What follows belongs to an exercise in optimizing a design on an open flow for small area; a production flow would make more cautious choices. The RTL was checked by simulation tests, not by an equivalence proof against the original design. Power figures rest on the tool's default switching activity, not on a simulated workload.

Design lidar_scan_top, start of the top module:
module lidar_scan_top (
    input  logic        clk,
    input  logic        TxD_reset,
    input  logic [7:0]  data,
    input  logic        take_data,
    output logic [15:0] min_angle,
    output logic [15:0] max_angle,
    output logic [15:0] obs_alert,
    output logic        result_valid
);
    logic [3:0]  state;
    logic [7:0]  low_byte;
    logic [7:0]  count;        
    logic [7:0]  idx;          
    logic [15:0] start_angle;
    logic [15:0] span;
    logic        take;
    logic [15:0] word;
    logic [15:0] span_nx;
    logic [7:0]  idx_inc;
    logic        last;
    logic        at_count, at_s_hi, at_e_hi, at_d_hi;
    logic        count_ok;
    assign take     = take_data & ~TxD_reset;
    assign word     = {data, low_byte};
    rc_inc #(8) u_idx_inc (.a(idx), .ci(1'b1), .s(idx_inc), .co());
    assign last     = (idx_inc == count);
    assign at_count = (state == lidar_pkg::ST_COUNT);
    assign at_s_hi  = (state == lidar_pkg::ST_S_HI);
    assign at_e_hi  = (state == lidar_pkg::ST_E_HI);
    assign at_d_hi  = (state == lidar_pkg::ST_D_HI);
    assign count_ok = (data[7:1] != 7'd0);
    rc_add #(16) u_span (.a(word), .b(~start_angle), .ci(1'b1), .s(span_nx), .co());
    always_ff @(posedge clk) begin
        if (TxD_reset) begin
            state <= lidar_pkg::ST_HUNT1;
        end else if (take_data) begin
            case (state)
                lidar_pkg::ST_HUNT1:
                    if (data == lidar_pkg::HEADER_FIRST) state <= lidar_pkg::ST_HUNT2;
                lidar_pkg::ST_HUNT2:
                    if (data == lidar_pkg::HEADER_SECOND) state <= lidar_pkg::ST_COUNT;
                    else if (data != lidar_pkg::HEADER_FIRST) state <= lidar_pkg::ST_HUNT1;
                lidar_pkg::ST_COUNT:
                    state <= count_ok ? lidar_pkg::ST_S_LO : lidar_pkg::ST_HUNT1;
                lidar_pkg::ST_D_HI:
                    state <= last ? lidar_pkg::ST_HUNT1 : lidar_pkg::ST_D_LO;
                default:
                    state <= state + 4'd1;
            endcase
        end
    end
    always_ff @(posedge clk) begin
        if (take_data) begin
  ...
For scale: roughly 210 flip-flops, about 60 I/O pins, ~9300 µm² of cells after synthesis.
clock: 8.0 ns
lec_check: 0
cap_margin: 20
core_margin: 2
core_utilization: 40
gpl_timing_driven: 0
slew_margin: 20
standard.sh (not shown) runs the stock make flow with config.mk's settings and CLKGATE_MAP_FILE= SYNTH_SCRIPT=/design/flow/synth_recipe.tcl, a recipe that flattens the netlist after the stock synthesis.
==> flow/flow/run.sh <==
#!/bin/bash
set -euo pipefail
cd "$(dirname "$0")/.."
WORK=$PWD
export AREA_ABC_SCRIPT=$WORK/flow/area.abc
export BUFFER_PORTS_ARGS="-buffer_cell sky130_fd_sc_hd__buf_1"
export CTS_ARGS="-sink_clustering_enable -repair_clock_nets -dont_use_dummy_load -buf_list sky130_fd_sc_hd__clkbuf_8 -sink_clustering_size 16 -sink_clustering_max_diameter 80"
sed "s#$WORK/synth_recipe.tcl#$WORK/flow/synth_area.tcl#g" standard.sh > area_standard.sh
grep -q "flow/synth_area.tcl" area_standard.sh
bash area_standard.sh > standard_flow.log 2>&1
==> flow/flow/area.abc <==
strash
&get -n
&deepsyn -T 20
&put
dch -f
map -a
topo
==> flow/flow/synth_area.tcl <==
proc synth {args} { yosys synth -nofsm -noshare {*}$args }
proc abc {args} {
  set i [lsearch -exact $args -script]
  if {$i >= 0} { set args [lreplace $args [expr {$i + 1}] [expr {$i + 1}] $::env(AREA_ABC_SCRIPT)] }
  yosys abc {*}$args
}
source $::env(SCRIPTS_DIR)/synth.tcl
# left out here: clear keep_hierarchy, flatten, clean up, hide names made inside functions, write 1_2_yosys.v
The baseline went through all stages and came out clean.
Edit:
==> flow/flow/run.sh (replaced) <==
#!/bin/bash
set -euo pipefail
cd "$(dirname "$0")/.."
WORK=$PWD
export AREA_ABC_SCRIPT=$WORK/flow/area.abc
export BUFFER_PORTS_ARGS="-buffer_cell sky130_fd_sc_hd__buf_1"
export CTS_ARGS="-sink_clustering_enable -repair_clock_nets -dont_use_dummy_load -buf_list sky130_fd_sc_hd__clkbuf_4 -sink_clustering_size 10 -sink_clustering_max_diameter 60"
sed "s#$WORK/synth_recipe.tcl#$WORK/flow/synth_area.tcl#g" standard.sh > area_standard.sh
grep -q "flow/synth_area.tcl" area_standard.sh
bash area_standard.sh > standard_flow.log 2>&1
--- a/flow/config.mk
+++ b/flow/config.mk
@@ -8,5 +8,4 @@
 export CAP_MARGIN = 20
 export CORE_MARGIN = 2
-export CORE_UTILIZATION = 40
-export GPL_TIMING_DRIVEN = 0
+export CORE_UTILIZATION = 60
 export SLEW_MARGIN = 20
Worst setup slack loses 36 ps.
Flip-flop and latch count is unchanged.
Utilization increases by 20 points.
Edit:
--- a/flow/config.mk
+++ b/flow/config.mk
@@ -8,4 +8,4 @@
 export CAP_MARGIN = 20
 export CORE_MARGIN = 2
-export CORE_UTILIZATION = 60
+export CORE_UTILIZATION = 40
 export SLEW_MARGIN = 20
Worst setup slack improves by 39 ps.
Flip-flop and latch count does not change.
Global-route usage fell by 6.8 points.
Worst hold slack degrades by 7.5 ps.
Wire length rose by 2.3%.
Non-clock buffer count fell by 2.
Design area rose by 1.5%.
Clock skew rose by 19 ps.
Critical path depth is unchanged.
Edit:
--- a/flow/config.mk
+++ b/flow/config.mk
@@ -8,4 +8,5 @@
 export CAP_MARGIN = 20
 export CORE_MARGIN = 2
-export CORE_UTILIZATION = 40
+export CORE_UTILIZATION = 65
+export PLACE_DENSITY = 0.75
 export SLEW_MARGIN = 20
Worst setup slack is worse by 74 ps.
Critical path depth does not change.
Register-to-register slack gets worse by 70 ps.
Synthesized cell count does not change.
Final cell count shrinks by 11%.
Sequential power stays flat.
Maximum frequency is lower by 0.96%.

---

The RTL this note starts from:
==> flow/design.v <==
package lidar_pkg;
    localparam logic [7:0] HEADER_FIRST  = 8'h55;
    localparam logic [7:0] HEADER_SECOND = 8'hAA;
    localparam logic [3:0] ST_HUNT1 = 4'd0;
    localparam logic [3:0] ST_HUNT2 = 4'd1;
    localparam logic [3:0] ST_COUNT = 4'd2;
    localparam logic [3:0] ST_S_LO  = 4'd3;
    localparam logic [3:0] ST_S_HI  = 4'd4;
    localparam logic [3:0] ST_E_LO  = 4'd5;
    localparam logic [3:0] ST_E_HI  = 4'd6;
    localparam logic [3:0] ST_D_LO  = 4'd7;
    localparam logic [3:0] ST_D_HI  = 4'd8;
endpackage
`timescale 1ns/1ns
module lidar_scan_top (
    input  logic        clk,
    input  logic        TxD_reset,
    input  logic [7:0]  data,
    input  logic        take_data,
    output logic [15:0] min_angle,
    output logic [15:0] max_angle,
    output logic [15:0] obs_alert,
    output logic        result_valid
);
    logic [3:0]  state;
    logic [7:0]  low_byte;
    logic [7:0]  count;        
    logic [7:0]  idx;          
    logic [15:0] start_angle;
    logic [15:0] span;
    logic        take;
    logic [15:0] word;
    logic [15:0] span_nx;
    logic [7:0]  idx_inc;
    logic        last;
    logic        at_count, at_s_hi, at_e_hi, at_d_hi;
    logic        count_ok;
    assign take     = take_data & ~TxD_reset;
    assign word     = {data, low_byte};
    rc_inc #(8) u_idx_inc (.a(idx), .ci(1'b1), .s(idx_inc), .co());
    assign last     = (idx_inc == count);
    assign at_count = (state == lidar_pkg::ST_COUNT);
    assign at_s_hi  = (state == lidar_pkg::ST_S_HI);
    assign at_e_hi  = (state == lidar_pkg::ST_E_HI);
    assign at_d_hi  = (state == lidar_pkg::ST_D_HI);
    assign count_ok = (data[7:1] != 7'd0);
    rc_add #(16) u_span (.a(word), .b(~start_angle), .ci(1'b1), .s(span_nx), .co());
    always_ff @(posedge clk) begin
        if (TxD_reset) begin
            state <= lidar_pkg::ST_HUNT1;
        end else if (take_data) begin
            case (state)
                lidar_pkg::ST_HUNT1:
                    if (data == lidar_pkg::HEADER_FIRST) state <= lidar_pkg::ST_HUNT2;
                lidar_pkg::ST_HUNT2:
                    if (data == lidar_pkg::HEADER_SECOND) state <= lidar_pkg::ST_COUNT;
                    else if (data != lidar_pkg::HEADER_FIRST) state <= lidar_pkg::ST_HUNT1;
                lidar_pkg::ST_COUNT:
                    state <= count_ok ? lidar_pkg::ST_S_LO : lidar_pkg::ST_HUNT1;
                lidar_pkg::ST_D_HI:
                    state <= last ? lidar_pkg::ST_HUNT1 : lidar_pkg::ST_D_LO;
                default:
                    state <= state + 4'd1;
            endcase
        end
    end
    always_ff @(posedge clk) begin
        if (take_data) begin
            low_byte <= data;
            if (at_count) count <= data;
            if (at_s_hi) start_angle <= word;
            if (at_e_hi) span <= span_nx;
            if (at_d_hi) idx <= idx_inc;
            else if (state != lidar_pkg::ST_D_LO) idx <= 8'd0;
        end
    end
    logic [15:0] min_dist, max_dist;
    logic [7:0]  min_idx, max_idx;
    logic [7:0]  min_idx_nx, max_idx_nx;
    logic        nonzero, first, upd_min, upd_max, sample;
    assign sample     = take & at_d_hi;
    assign nonzero    = (word != 16'd0);
    assign first      = (idx == 8'd0);
    logic        ge_min, le_max;
    rc_carry #(16) u_cmp_min (.a(word), .b(~min_dist), .ci(1'b1), .co(ge_min));
    rc_carry #(16) u_cmp_max (.a(max_dist), .b(~word), .ci(1'b1), .co(le_max));
    assign upd_min    = first | (nonzero & ~ge_min);
    assign upd_max    = first | (nonzero & ~le_max);
    assign min_idx_nx = upd_min ? idx : min_idx;
    assign max_idx_nx = upd_max ? idx : max_idx;
    always_ff @(posedge clk) begin
        if (sample) begin
            if (upd_min) begin
                min_dist <= word | {16{~nonzero}};
                min_idx  <= idx;
            end
            if (upd_max) begin
                max_dist <= word;
                max_idx  <= idx;
            end
        end
    end
    logic [1:0] pend;
    always_ff @(posedge clk) begin
        if (TxD_reset) begin
            pend      <= 2'b00;
            obs_alert <= 16'd0;
        end else begin
            if (pend == 2'b01) obs_alert <= 16'd0;
            else if (pend[1]) obs_alert <= {pend[0], obs_alert[15:1]};
            pend <= 2'b00;
            if (take & at_count & count_ok) pend <= 2'b01;
            else if (sample & nonzero & (idx[7:4] == 4'd0))
                pend <= {1'b1, (word[15:7] == 9'd0)};
        end
    end
    logic [47:0] w;
    logic [7:0]  divisor;
    logic [15:0] base;
    logic        busy;
    logic [5:0]  step;
    logic [5:0]  step_inc;
    logic        done_pkt;
    logic        m_mul, m_div, m_add;      
    logic        bit_a, bit_b;             
    logic        nxt_a, nxt_b;
    logic [16:0] lo_a;                     
    logic [7:0]  inc_a;                    
    logic [8:0]  dif_a;                    
    logic        fits;
    logic [16:0] lo_b;                     
    logic [6:0]  inc_b;
    logic        b16, cy16;
    assign done_pkt = sample & last;
    rc_inc #(6) u_step_inc (.a(step), .ci(1'b1), .s(step_inc), .co());
    assign nxt_a = done_pkt ? max_idx_nx[6] : (step_inc[5:3] == 3'd0) & max_idx[~step_inc[2:0]];
    assign nxt_b = done_pkt ? min_idx_nx[6] : (step_inc[5:3] == 3'd0) & min_idx[~step_inc[2:0]];
    rc_add #(16) u_lo_a (.a({w[38:24], 1'b0}), .b(bit_a ? span : 16'd0), .ci(1'b0),
                         .s(lo_a[15:0]), .co(lo_a[16]));
    rc_inc #(8) u_inc_a (.a(w[46:39]), .ci(lo_a[16]), .s(inc_a), .co());
    rc_add #(8) u_dif_a (.a(w[46:39]), .b(~divisor), .ci(1'b1), .s(dif_a[7:0]), .co(dif_a[8]));
    assign fits  = m_div & (w[47] | dif_a[8]);
    rc_add #(16) u_lo_b (.a({w[14:0], 1'b0}),
                         .b((bit_b ? span : 16'd0) | (m_add ? {base[14:0], 1'b0} : 16'd0)),
                         .ci(1'b0), .s(lo_b[15:0]), .co(lo_b[16]));
    rc_inc #(7) u_inc_b (.a(w[22:16]), .ci(cy16), .s(inc_b), .co());
    assign b16  = w[15] ^ (m_add & base[15]) ^ lo_b[16];
    assign cy16 = ~m_add & w[15] & lo_b[16];
    always_ff @(posedge clk) begin
        w[47:41] <= fits ? dif_a[7:1] : inc_a[7:1];
        w[23:17] <= inc_b;
        bit_a    <= nxt_a;
        bit_b    <= nxt_b;
        m_mul    <= done_pkt | (step_inc[5:3] == 3'd0);
        m_div    <= ~done_pkt & ((step_inc[5:3] == 3'd1) | (step_inc[5:3] == 3'd2) |
                                 (step_inc[5:3] == 3'd4) | (step_inc[5:3] == 3'd5));
        m_add    <= ~done_pkt & ((step_inc == 6'd24) | (step_inc == 6'd48));
        if (done_pkt) begin
            w[40]    <= 1'b0;
            w[39:24] <= max_idx_nx[7] ? span : 16'd0;
            w[16]    <= 1'b0;
            w[15:0]  <= min_idx_nx[7] ? span : 16'd0;
            divisor  <= idx;
            base     <= start_angle;
            step     <= 6'd1;
        end else begin
            w[40]    <= fits ? dif_a[0] : inc_a[0];
            w[39:24] <= {lo_a[15:1], lo_a[0] | (~m_mul & w[23])};
            w[16]    <= b16;
            w[15:0]  <= {lo_b[15:1], lo_b[0] | fits};
            step     <= step_inc;
        end
    end
    always_ff @(posedge clk) begin
        if (TxD_reset) begin
            busy         <= 1'b0;
        end else begin
            if (done_pkt) busy <= 1'b1;
            else if (step == 6'd49) busy <= 1'b0;
        end
    end
    assign result_valid = busy & (step == 6'd49);
    assign max_angle = w[40:25];
    assign min_angle = w[16:1];
endmodule
module rc_add #(parameter int W = 8) (
    input  logic [W-1:0] a,
    input  logic [W-1:0] b,
    input  logic         ci,
    output logic [W-1:0] s,
    output logic         co
);
    logic [W:0] c;
    assign c[0] = ci;
    for (genvar i = 0; i < W; i++) begin : g_bit
        assign s[i]   = a[i] ^ b[i] ^ c[i];
        assign c[i+1] = (a[i] & b[i]) | (c[i] & (a[i] ^ b[i]));
    end
    assign co = c[W];
endmodule
module rc_carry #(parameter int W = 8) (
    input  logic [W-1:0] a,
    input  logic [W-1:0] b,
    input  logic         ci,
    output logic         co
);
    logic [W:0] c;
    assign c[0] = ci;
    for (genvar i = 0; i < W; i++) begin : g_bit
        assign c[i+1] = (a[i] & b[i]) | (c[i] & (a[i] | b[i]));
    end
    assign co = c[W];
endmodule
module rc_inc #(parameter int W = 8) (
    input  logic [W-1:0] a,
    input  logic         ci,
    output logic [W-1:0] s,
    output logic         co
);
    logic [W:0] c;
    assign c[0] = ci;
    for (genvar i = 0; i < W; i++) begin : g_bit
        assign s[i]   = a[i] ^ c[i];
        assign c[i+1] = a[i] & c[i];
    end
    assign co = c[W];
endmodule
clock: 8.0 ns
lec_check: 0
cap_margin: 0
core_margin: 2
core_utilization: 40
slew_margin: 0
==> flow/flow/run.sh <==
#!/bin/bash
set -euo pipefail
cd "$(dirname "$0")/.."
WORK=$PWD
export AREA_ABC_SCRIPT=$WORK/flow/area.abc
export BUFFER_PORTS_ARGS="-buffer_cell sky130_fd_sc_hd__buf_1"
export CTS_ARGS="-sink_clustering_enable -repair_clock_nets -dont_use_dummy_load -buf_list sky130_fd_sc_hd__clkbuf_8 -sink_clustering_size 16 -sink_clustering_max_diameter 80"
sed "s#$WORK/synth_recipe.tcl#$WORK/flow/synth_area.tcl#g" standard.sh > area_standard.sh
grep -q "flow/synth_area.tcl" area_standard.sh
bash area_standard.sh > standard_flow.log 2>&1
Scripts as last shown in full above: flow/flow/area.abc, flow/flow/synth_area.tcl
Next try:
==> flow/flow/run.sh (replaced) <==
#!/bin/bash
set -euo pipefail
cd "$(dirname "$0")/.."
WORK=$PWD
export AREA_ABC_SCRIPT=$WORK/flow/area.abc
export BUFFER_PORTS_ARGS="-buffer_cell sky130_fd_sc_hd__buf_1"
export CTS_ARGS="-sink_clustering_enable -repair_clock_nets -dont_use_dummy_load -buf_list {sky130_fd_sc_hd__clkbuf_4 sky130_fd_sc_hd__clkbuf_8} -sink_clustering_size 12 -sink_clustering_max_diameter 60"
sed "s#$WORK/synth_recipe.tcl#$WORK/flow/synth_area.tcl#g" standard.sh > area_standard.sh
grep -q "flow/synth_area.tcl" area_standard.sh
bash area_standard.sh > standard_flow.log 2>&1
CAP_MARGIN = 20   (was 0)
SLEW_MARGIN = 20   (was 0)
After rerunning: Via count climbs slightly; maximum frequency fell slightly; utilization grows by 0.32 points.
Next try:
==> flow/flow/run.sh (replaced) <==
#!/bin/bash
set -euo pipefail
cd "$(dirname "$0")/.."
WORK=$PWD
export AREA_ABC_SCRIPT=$WORK/flow/area.abc
export BUFFER_PORTS_ARGS="-buffer_cell sky130_fd_sc_hd__buf_1"
export CTS_ARGS="-sink_clustering_enable -repair_clock_nets -dont_use_dummy_load -buf_list sky130_fd_sc_hd__clkbuf_4 -sink_clustering_size 10 -sink_clustering_max_diameter 60"
sed "s#$WORK/synth_recipe.tcl#$WORK/flow/synth_area.tcl#g" standard.sh > area_standard.sh
grep -q "flow/synth_area.tcl" area_standard.sh
bash area_standard.sh > standard_flow.log 2>&1
After rerunning: Worst setup slack is better by 0.024 ns; global-route usage stays flat; sequential cell count does not change; routed wire length stays flat; clock skew is higher by 0.010 ns; non-clock buffer count is unchanged; clock-buffer cell count is higher by 3; total power is lower by about 4%; critical path depth stays the same.
Next try:
==> flow/flow/run.sh (replaced) <==
#!/bin/bash
set -euo pipefail
cd "$(dirname "$0")/.."
WORK=$PWD
export AREA_ABC_SCRIPT=$WORK/flow/area.abc
export BUFFER_PORTS_ARGS="-buffer_cell sky130_fd_sc_hd__buf_1"
export CTS_ARGS="-sink_clustering_enable -repair_clock_nets -dont_use_dummy_load -buf_list sky130_fd_sc_hd__clkbuf_8 -sink_clustering_size 16 -sink_clustering_max_diameter 80"
sed "s#$WORK/synth_recipe.tcl#$WORK/flow/synth_area.tcl#g" standard.sh > area_standard.sh
grep -q "flow/synth_area.tcl" area_standard.sh
bash area_standard.sh > standard_flow.log 2>&1
What happened: The changed run ran to the end with no violations. Cell area goes up by 0.44%. Wire length shrinks by 0.64%. Clock-buffer cell count came out lower by 8. Flip-flop and latch count does not change. Fmax hardly moves. Via count drops by 0.94%. Clock skew rose by 0.019 ns.

==> static timing again, ports no longer ideal <==
How much do the figures lean on ideal ports? The routed layouts below were timed once more, with nothing changed but the port constraints. Step 1 sets driving cells, clkbuf_16 on the clock port and buf_2 on the other inputs (assumed; they add their load-dependent delay and slew). Step 2 times the ports against the registers' clock, not the clock port: input delays grow and output delays shrink by t, the midpoint of the rising clock arrivals with the driver on. Slacks: ideal / step 1 / step 2; pairs: ideal / step 1.
run	shift t [ns]	setup slack, ns	worst data-port slew with drivers (ns)
the first run of note 1	0.522	0.356 / 0.356 / 0.356	0.04
the second run of note 1	0.635	0.320 / 0.320 / 0.320	0.03
the third run of note 1	0.651	0.359 / 0.359 / 0.359	0.04
the fourth run of note 1	0.647	0.285 / 0.285 / 0.285	0.04
the first run of note 2	0.506	0.370 / 0.370 / 0.370	0.04
the second run of note 2	0.546	0.335 / 0.335 / 0.335	0.04
the third run of note 2	0.651	0.359 / 0.359 / 0.359	0.04
the fourth run of note 2	0.505	0.367 / 0.367 / 0.367	0.04
After both steps every run listed still meets setup and hold.
